This is an optimization exercise on Yosys and OpenROAD, whose aim is small area, a short achievable clock period and few clock cycles per item, not a production implementation.
No functional check of the RTL was part of any run shown here.
No activity file was given, so power comes from the tool's default toggle rates.

==> flow/design.v (outline; a module is shown in full before it is edited, if it fits) <==
// module desSbox: 961 lines
// module desRoundFunction: 38 lines
// module desKeySchedule: 63 lines
// module desDataPath: 43 lines
// module desControl: 54 lines
// module desCore: 53 lines
module desCore (
   input logic clk,
   input logic rstN,
   input logic req,
   output logic ack,
   input logic decrypt,
   input logic [desCtrlPkg::BlockW-1:0] block,
   input logic [desCtrlPkg::KeyW-1:0] key,
   output logic [desCtrlPkg::BlockW-1:0] result
);
  // ...
==> flow/flow/run.sh <==
#!/bin/bash
# ORFS layout through the standard.sh, with these changes:
#  - synthesis runs flow/synth.tcl (the standard flow's script with the ABC script of
#    flow/logic.abc, no adder extraction, no quick abc pass);
#  - plain buffers on the ports instead of the default delay-cell buffers;
#  - the make variables in flow/make_args (repair targets).
# Each tool's output goes to a log file in this folder.
set -euo pipefail
here=$(pwd)
export MY_ABC_SCRIPT=$here/flow/logic.abc
export BUFFER_PORTS_ARGS="-buffer_cell sky130_fd_sc_hd__buf_2"
sed "s#SYNTH_SCRIPT=[^ ]*#SYNTH_SCRIPT=$here/flow/synth.tcl#" standard.sh > my_standard.sh
bash my_standard.sh $(cat flow/make_args) finish > standard.log 2>&1
==> flow/flow/logic.abc <==
strash
dc2
dch -f
amap
topo
stime -c
==> flow/flow/make_args <==
SETUP_SLACK_MARGIN=7
==> flow/flow/synth.tcl <==
# The standard flow's synthesis (synth_recipe.tcl) with three changes: Yosys's quick
# abc pass inside synth is skipped, half/full adders are not extracted (so
# the final ABC run sees all the logic), and ABC runs the script named in
# MY_ABC_SCRIPT instead of ORFS's area script.
proc synth {args} { yosys synth -nofsm -noshare -noabc {*}$args }
proc extract_fa {args} { }
proc abc {args} {
  set i [lsearch -exact $args -script]
  if {$i >= 0} { lset args [expr {$i + 1}] $::env(MY_ABC_SCRIPT) }
  yosys abc {*}$args
}
source $::env(SCRIPTS_DIR)/synth.tcl
# left out here: clear keep_hierarchy, flatten, clean up, hide names made inside functions, write 1_2_yosys.v
==> flow/standard.sh <==
#!/bin/bash
# synth_recipe.tcl (not shown) runs the flow's synth.tcl, then flattens the netlist and writes it again
# the make line also repeats each setting of config.mk as NAME=value (left out here)
make -C /OpenROAD-flow-scripts/flow DESIGN_CONFIG=/design/flow/config.mk WORK_HOME=/design/flow/orfs CLKGATE_MAP_FILE= SYNTH_SCRIPT=/design/flow/synth_recipe.tcl "${@:-finish}"
==> flow/config.mk <==
export PLATFORM = sky130hd
export DESIGN_NAME = desCore
export DESIGN_NICKNAME = desCore
export VERILOG_FILES = /design/flow/design.v
export SDC_FILE = /design/flow/constraint.sdc
export NUM_CORES = 4
export LEC_CHECK = 0
export ABC_AREA = 1
export CAP_MARGIN = 20
export CORE_MARGIN = 2
export CORE_UTILIZATION = 40
export SLEW_MARGIN = 20
==> flow/constraint.sdc <==
create_clock -name core_clock -period 10.0 [get_ports {clk}]
set_input_delay 2.0000 -clock core_clock [delete_from_list [all_inputs] [get_ports {clk}]]
set_output_delay 2.0000 -clock core_clock [all_outputs]
set_load 0.01 [all_outputs]
==> results.py, run 1 <==
metrics = {
    "detailed_routing": {
        "highest_layer": "met4",
        "routedWlPerCell_um": 20.0,
        "vias_per_cell": 6.17,
    },
    "synthesis": {
        "synth.most_common_cell": "clkinv_1",
        "syn-num-nets": 1473,
        "async_flop_share": 0,
        "synth_top_flop_cell": "dfxtp_1",
    },
    "place": {
        "placed_cell_area_um2": 10300,
        "dp.cells": 1820,
    },
    "critical_path": {
        "critPathTopFamily": "flip-flops",
        "critPathRequiredTime_ns": 8.00,
        "cp-startpoint": "uDataPath.rReg[27]",
    },
    "global_routing": {
        "grt_pass1_wl_um": 56600,
        "grtUsageMet3": 0.0564,
    },
    "power_and_ir_drop": {
        "combPwrFrac": 0.533,
        "p_sw_frac": 0.461,
        "p_seq_mw": 0.681,
        "clk-power_mw": 0.624,
        "max-vdd-ir-drop_mv": 0.112,
        "comb_cell_power_mw": 1.49,
    },
    "final_layout": {
        "seq-cell-share": 0.218,
        "utilization": 0.553,
        "n_all_buffers": 237,
        "clock_buffers": 18,
    },
    "clocking": {
        "root_buffer": "clkbuf_16",
        "cts_max_path_buffers": 2,
    },
    "outcome": {
        "status": "finished clean",
    },
    "sta": {
        "rsz0062_at_grt": "true",
    },
}
==> inputs of run 2 (changes only) <==
--- a/flow/flow/run.sh
+++ b/flow/flow/run.sh
@@ -8,6 +8,6 @@
 set -euo pipefail
 here=$(pwd)
 export MY_ABC_SCRIPT=$here/flow/logic.abc
-export BUFFER_PORTS_ARGS="-buffer_cell sky130_fd_sc_hd__buf_2"
+export BUFFER_PORTS_ARGS="-buffer_cell sky130_fd_sc_hd__buf_1"
 sed "s#SYNTH_SCRIPT=[^ ]*#SYNTH_SCRIPT=$here/flow/synth.tcl#" standard.sh > my_standard.sh
 bash my_standard.sh $(cat flow/make_args) finish > standard.log 2>&1
--- a/flow/config.mk
+++ b/flow/config.mk
@@ -9,4 +9,5 @@
 export CAP_MARGIN = 20
 export CORE_MARGIN = 2
 export CORE_UTILIZATION = 40
+export CTS_BUF_LIST = sky130_fd_sc_hd__clkbuf_8
 export SLEW_MARGIN = 20
==> run 2 against run 1 <==
Compared with the run above: die area unchanged; sequential cell count unchanged; largest cell class unchanged; sequential share of layout area increased by 0.48 points; sequential power is essentially flat; first-iteration DRC count up 5.5%; still clean; non-clock buffer count grew 36; routed wire length grew 0.65%.
==> results.py, run 2 <==
metrics = {
    "critical_path": {
        "critPathTopFamily": "flip-flops",
        "cp_cell_sequence": "buf_6, buf_6",
        "cp-endpoint": "ack",
        "setup.worst_path.class": "flop to output port",
        "cp_num_buf_inv": 2,
        "critPathRequiredTime_ns": 8.00,
        "reg2reg_slack_ns": 7.13,
        "reg2reg_depth": 16,
        "crit_top_cell": "buf_6",
        "cp.arrival_ns": 1.07,
        "cp-start-kind": "flop",
        "end_kind": "output port",
        "rr_startpoint": "uDataPath.rReg[12]",
        "crit_cells": 2,
        "r2r_end": "uDataPath.rReg[28]",
        "cp-startpoint": "uControl.doneQ",
        "cp_max_fo": 2,
        "max_stage_delay_ns": 0.35,
        "crit_slowest_cell": "dfxtp_2",
    },
    "global_routing": {
        "grt_pass1_wl_um": 56200,
        "grt_pass1_vias": 10500,
        "grt_max_degree": 57,
        "grt_overflow": 0,
        "antenna_found_initial": 0,
        "grt_usage": 0.297,
    },
    "synthesis": {
        "yosys.area.top_type_share": 0.284,
        "synth.most_common_cell": "clkinv_1",
        "synth_top_cell_by_area": "dfxtp_1",
        "synth_top_flop_cell": "dfxtp_1",
        "postSynthAreaPerCell_um2": 6.67,
        "synth_warnings": 4,
        "synth_area_leaders": "dfxtp_1 (28%), clkinv_1 (12%), o22ai_1 (11%)",
        "synth_enable_flop_cells": 1,
        "ys_seq_area_frac": 0.288,
        "synth_commonest_cells": "clkinv_1 (279), nor2_1 (243), o22ai_1 (158)",
        "ys_ff_latch": 128,
        "async_flop_share": 0,
        "syn-num-nets": 1473,
        "postSynthCellCount": 1341,
        "yosysUniqueCellTypes": 39,
        "netlist_area_um2": 8940,
    },
    "sta": {
        "relSlewSlack": 0.361,
        "period_needed_ns": 3.07,
        "worstMarginPinSlew_ns": 0.958,
        "tns_ns": 0,
        "drv_slew": 0,
        "rsz0062_at_grt": "true",
        "finalCritPeriodShare": 0.307,
        "setup_viol": 0,
        "max_freq_ghz": 0.325,
        "hold_viol": 0,
        "hold_ws_ns": 0.456,
        "finClkSkew_ns": 0.0154,
    },
    "clocking": {
        "cts_sinks": 128,
        "htree_levels": 4,
        "numCtsBuffers": 17,
        "root_buffer": "clkbuf_8",
        "clkLatencyLatePin_ns": 0.47,
        "clk_pin_slew_ns": 0.09,
        "cts_max_path_buffers": 2,
        "cts_tree": "done",
    },
    "die": {
        "pin_count": 197,
        "die_area_um2": 23600,
        "fp.dieH_um": 153,
        "die_w_um": 153,
        "fp-row-count": 54,
        "core_area_um2": 21900,
        "initial_core_util": 0.408,
    },
    "detailed_routing": {
        "num_vias": 11900,
        "drt-pass1-iter-count": 6,
        "drtIter0Drc": 1063,
        "routedWlPerCell_um": 19.7,
        "wl_um": 38100,
        "drtAntennaViolNets": 0,
        "vias_per_cell": 6.15,
        "drc": 0,
    },
    "place": {
        "io_buffers": 188,
        "hpwl_um": 25800,
        "dp.cells": 1822,
        "placed_cell_area_um2": 10100,
        "place.gp.congestion": 0.953,
    },
    "final_layout": {
        "layout.nets": 1767,
        "layout_commonest_cell": "clkinv_1",
        "drive_above_1_share": 0.228,
        "layout.cells.non_filler": 1928,
        "final_cell_mix": "clkinv_1 (232), nor2_1 (223), buf_1 (123)",
        "nFillCells": 2211,
        "final_cell_area_um2": 12100,
        "antenna_cells": 0,
        "reg_top3": "uDataPath.lReg x32, uDataPath.rReg x32",
        "syn_to_final_growth_pct": 35.8,
    },
    "job": {
        "cap_violations": 0,
    },
    "power_and_ir_drop": {
        "power.leakage_nw": 4.23,
        "max-vdd-ir-drop_mv": 0.0990,
        "power_density_nw_per_um2": 224,
    },
    "min_path": {
        "hold_path_class": "flop to flop",
    },
    "outcome": {
        "status": "finished clean",
    },
}
run 2: cell counts after synthesis:
No cell type changed its count.
run 2: layer usage:
metal | track usage | part of all wire | vias to the layer above
met3 | 0.0719 | 0.092 | 105
met2 | 0.476 | 0.46 | 704
met5 | 0 | 0 | -
li1 | - | - | 5624
met4 | 0.123 | 0.038 | 0
met1 | 0.383 | 0.41 | 5421
run 2: through the flow:
stage | total power [mW] | setup WS [ns] | utilization
floorplan | 1.51 | 6.97 | -
global placement | 1.87 | 6.29 | 0.463
finish | 2.71 | 6.93 | 0.555
detailed placement | 1.86 | 6.32 | 0.463
global route | 2.88 | 6.84 | 0.555
CTS | 2.48 | 6.90 | 0.514
run 2: cells by family after synthesis:
group                  count (synthesis)  share of synthesized area
flip-flops                           128                      0.288
buffers and inverters                279                      0.117
AND/OR/NAND/NOR                      382                      0.172
AO/OA/AOI/OAI                        552                      0.423
run 2: worst min-delay path by stage:
stage / startpoint / to / slack (ns) / depth (start not counted)
2_1_floorplan: uControl.roundCnt[0] / uControl.roundCnt[0] / 0.41 / 1
3_3_place_gp: uControl.roundCnt[0] / uControl.roundCnt[0] / 0.43 / 1
3_5_place_dp: uControl.roundCnt[0] / uControl.roundCnt[0] / 0.44 / 1
4_1_cts: uControl.roundCnt[0] / uControl.roundCnt[0] / 0.45 / 1
5_1_grt: uControl.roundCnt[0] / uControl.roundCnt[0] / 0.48 / 1
6_report: uControl.roundCnt[0] / uControl.roundCnt[0] / 0.46 / 1
run 2: worst reg2reg max path: stages (launching register included):
cell and delay, ns:
dfxtp_4 0.39, clkinv_2 0.12, o22ai_1 0.18, buf_4 0.17, clkinvlp_4 0.14, nor2_4 0.14
nor2_1 0.06, a21oi_1 0.14, nor2_1 0.09, a21oi_2 0.20, a21oi_1 0.12, a311oi_2 0.29
clkinv_1 0.14, o221ai_2 0.24, nand2_1 0.10, o211ai_1 0.10, o221ai_1 0.13
run 2: layout make-up:
class                   instances  area [µm²]  share of cell area
clock inverters                15         184              0.0151
repair buffers                273        1510               0.124
well taps                     280         350              0.0289
clock buffers                  17         234              0.0193
multi-input cells             936        6050               0.498
flip-flops and latches        128        2710               0.223
inverters                     279        1110              0.0911
run 2: power by group:
group / switching [mW] / internal (mW)
Clock: 0.245 / 0.250
Sequential: 0.0769 / 0.601
Combinational: 0.970 / 0.571
Total: 1.29 / 1.42
run 2: timing repair:
item                       CTS  global route
setup endpoints to repair   88            80
setup buffers               16            56
cloned                       1             1
hold buffers                 0             0
pin swaps                    2            19
resized for setup          199           140
hold endpoints to repair     0             0

-- port drivers added, routing unchanged --
The flow's constraints put no driver on any port. The routed layouts listed below were extracted and timed again, unchanged, in two steps.
Step 1 assumes that a clkbuf_16 drives the clock port and a buf_2 every other input.
Step 2, shift: input delay + t, output delay - t, t = (earliest + latest rising clock arrival at the registers) / 2. This alone moves slack from input paths to output paths.
a / b / c = no drivers / after step 1 / after step 2; a / b = the first two.
run	t, ns	slack for setup (ns)	worst hold slack (ns)	worst setup path at the end	cell pins on the clock port's net
run 1	0.477	6.942 / 6.892 / 6.551	0.443 / 0.443 / 0.443	input to register	1
run 2	0.509	6.927 / 6.880 / 6.670	0.456 / 0.456 / 0.456	input to register	1
After both steps setup and hold are still met in every run listed. The setup slack of run 1, which loses most, moves by -0.050 ns with the drivers and by -0.391 ns with both steps.
